This design comes from an exercise in tuning for small area, a short achievable clock period and few clock cycles per item on the open sky130 flow, not from production work. Only simulation tests tie the RTL to the original design; equivalence was not proved. Power and IR drop assume default switching activity.

==> flow/design.v (excerpt) <==
module direct_form_iir_filter_unit #(
  parameter int MAX_FF_TAPS = 8,
  parameter int MAX_FB_TAPS = 8
) (
  input  logic                                  clk,
  input  logic                                  rst,
  input  logic                                  in_valid,
  output logic                                  in_ready,
  input  logic                                  func,
  input  logic [iirf_pkg::CIDX_W-1:0]           coef_index,
  input  logic signed [iirf_pkg::COEF_W-1:0]    coef_value,
  input  logic [iirf_pkg::SAMPLE_W-1:0]         sample,
  output logic                                  out_valid,
  input  logic                                  out_ready,
  output logic signed [iirf_pkg::OUT_W-1:0]     filtered,
  input  logic                                  cfg_valid,
  output logic                                  cfg_ready,
  input  logic [iirf_pkg::CFG_IDX_W-1:0]        cfg_index,
  input  logic [iirf_pkg::CFG_DATA_W-1:0]       cfg_data
);
==> flow/config.mk <==
export PLATFORM = sky130hd
export DESIGN_NAME = direct_form_iir_filter_unit
export DESIGN_NICKNAME = direct_form_iir_filter_unit
export VERILOG_FILES = /design/flow/design.v
export SDC_FILE = /design/flow/constraint.sdc
export NUM_CORES = 4
export LEC_CHECK = 0
export CAP_MARGIN = 20
export CORE_MARGIN = 2
export CORE_UTILIZATION = 40
export SETUP_SLACK_MARGIN = 5
export SLEW_MARGIN = 20
export TNS_END_PERCENT = 100
==> flow/constraint.sdc <==
create_clock -name core_clock -period 11.0 [get_ports {clk}]
set_input_delay 2.2000 -clock core_clock [delete_from_list [all_inputs] [get_ports {clk}]]
set_output_delay 2.2000 -clock core_clock [all_outputs]
set_load 0.01 [all_outputs]
standard.sh (not shown) runs the stock make flow with config.mk's settings and CLKGATE_MAP_FILE= SYNTH_SCRIPT=/design/flow/synth_recipe.tcl, a recipe that flattens the netlist after the stock synthesis.
==> flow/flow/run.sh <==
#!/bin/bash
# The standard layout (the standard.sh: ORFS synthesis to final layout),
# with timing repair aiming for 7 ns of setup slack instead of config.mk's 5.
set -euo pipefail
bash standard.sh SETUP_SLACK_MARGIN=7 TNS_END_PERCENT=100 finish > standard_flow.log 2>&1
Testbench counts at the start, summed over its fixed seeds: cycles 12,923, items 2,304.
==> next run, changes <==
--- a/flow/design.v
+++ b/flow/design.v
@@ -3193,29 +3193,27 @@
       m3       <= m2;
       outst    <= outst_n;
       in_ready <= in_ready_n;
     end
   end
   logic [COEF_W-1:0]   p_b, p_a;
   logic [SAMPLE_W-1:0] p_x;
   logic [Y_W-1:0]      p_y;
   logic                p_shr, p_byp;
   logic [Y_W-1:0]      y_h [8];    
   logic [7:0]          yv;         
   logic [2:0]          wp;         
-  logic [Y_W-1:0]      ylast;      
-  logic                ylneg;      
-  logic                ylovf;      
-  logic                ylv;        
-  logic [Y_W-1:0]      y_lsat;     
+  logic signed [ACC_W-1:0] ylast;     
+  logic                    ylv;       
+  logic [Y_W-1:0]          y_lsat;    
   logic                byp;
   assign byp = fbo && !shr && (fin || ((m3 || m4) && ya == wp));
   always_ff @(posedge clk) begin
     p_b   <= bco[c[2:0]];
     p_x   <= x_h[c[2:0]] & {SAMPLE_W{ffo && xv[c[2:0]] && !rst}};
     p_a   <= shr ? bco[fidx] : aco[fbi];
     p_y   <= shr ? ({16'd0, x_h[fidx], 16'd0} & {Y_W{xv[fidx] && !rst}}) :
                    (y_h[ya] & {Y_W{fbo && !byp && yv[ya] && !rst}});
     p_shr <= shr;
     p_byp <= byp && !rst;
   end
   logic [COEF_W-1:0]   s1_b;
@@ -3280,36 +3278,31 @@
                       .fbs(s2_fbs), .fbc(s2_fbc), .c12(lo_ff[12]),
                       .s(csa_s), .c(csa_c));
   always_ff @(posedge clk) begin
     rst_d <= rst;
     if (rst || rst_d) begin
       acc_s <= '0;
       acc_c <= '0;
     end else begin
       acc_s <= csa_s;
       acc_c <= {csa_c[ACC_W-1:1], lo_fb[28]};
     end
   end
-  logic [ACC_W-1:0] tot;
-  assign tot = acc_s + acc_c;
+  assign y_lsat = ((&ylast[ACC_W-1:Y_W-1]) || !(|ylast[ACC_W-1:Y_W-1])) ?
+                  ylast[Y_W-1:0] : {ylast[ACC_W-1], {(Y_W-1){!ylast[ACC_W-1]}}};
   always_ff @(posedge clk) begin
-    if (m3) begin
-      ylast <= tot[Y_W-1:0];
-      ylneg <= tot[ACC_W-1];
-      ylovf <= !((&tot[ACC_W-1:Y_W-1]) || !(|tot[ACC_W-1:Y_W-1]));
-    end
+    if (m3) ylast <= acc_s + acc_c;
     if (rst)     ylv <= 1'b0;
     else if (m3) ylv <= 1'b1;
   end
-  assign y_lsat = ylovf ? {ylneg, {(Y_W-1){!ylneg}}} : ylast;
   logic signed [Y_W-1:0] y_sat;
   assign y_sat = y_lsat;
   always_ff @(posedge clk) begin
     if (rst) begin
       m4 <= 1'b0;
       wp <= '0;
       yv <= '0;
     end else begin
       m4 <= m3;
       if (m4) begin
         wp     <= wp + 3'd1;
         yv[wp] <= 1'b1;
Effect: Die area hardly moves. Global-route usage grows by 0.73 points. Total power grows slightly. Hold slack is about the same. Setup slack got worse by 200 ps. Combinational power grows slightly. Count of clock-buffer cells in the layout grows by 9. Synthesized cell count shrinks slightly. Via count grows slightly. Maximum frequency shrinks by a few percent. Sequential power is about the same.
Testbench counts after the change, summed over its fixed seeds: cycles 12,923, items 2,304.

## what the ideal ports hide
How much do the figures lean on ideal ports? The routed layouts below were timed once more, with nothing changed but the port constraints.
Step 1: set_driving_cell puts a clkbuf_16 on clk and a buf_2 on each other input, an assumption about the parent block.
Step 2, shift: input delay + t, output delay - t, t = (earliest + latest rising clock arrival at the registers) / 2. This alone moves slack from input paths to output paths.
Slacks: no drivers / after step 1 / after step 2; pairs: no drivers / after step 1.
| run | t (ns) | slack for setup (ns) | worst hold slack (ns) | worst setup path after step 2 | latest minus earliest clock arrival (ns) |
|---|---|---|---|---|---|
| the first run | 0.982 | 6.715 / 6.425 / 5.443 | 0.325 / 0.325 / 0.325 | input to register | 0.126 / 0.126 |
| the second run | 0.990 | 6.513 / 6.525 / 5.535 | 0.326 / 0.326 / 0.326 | input to register | 0.089 / 0.089 |
After both steps every run listed still meets setup and hold. The setup slack of the first run, which loses most, moves by -0.290 ns with the drivers and by -1.272 ns with both steps.
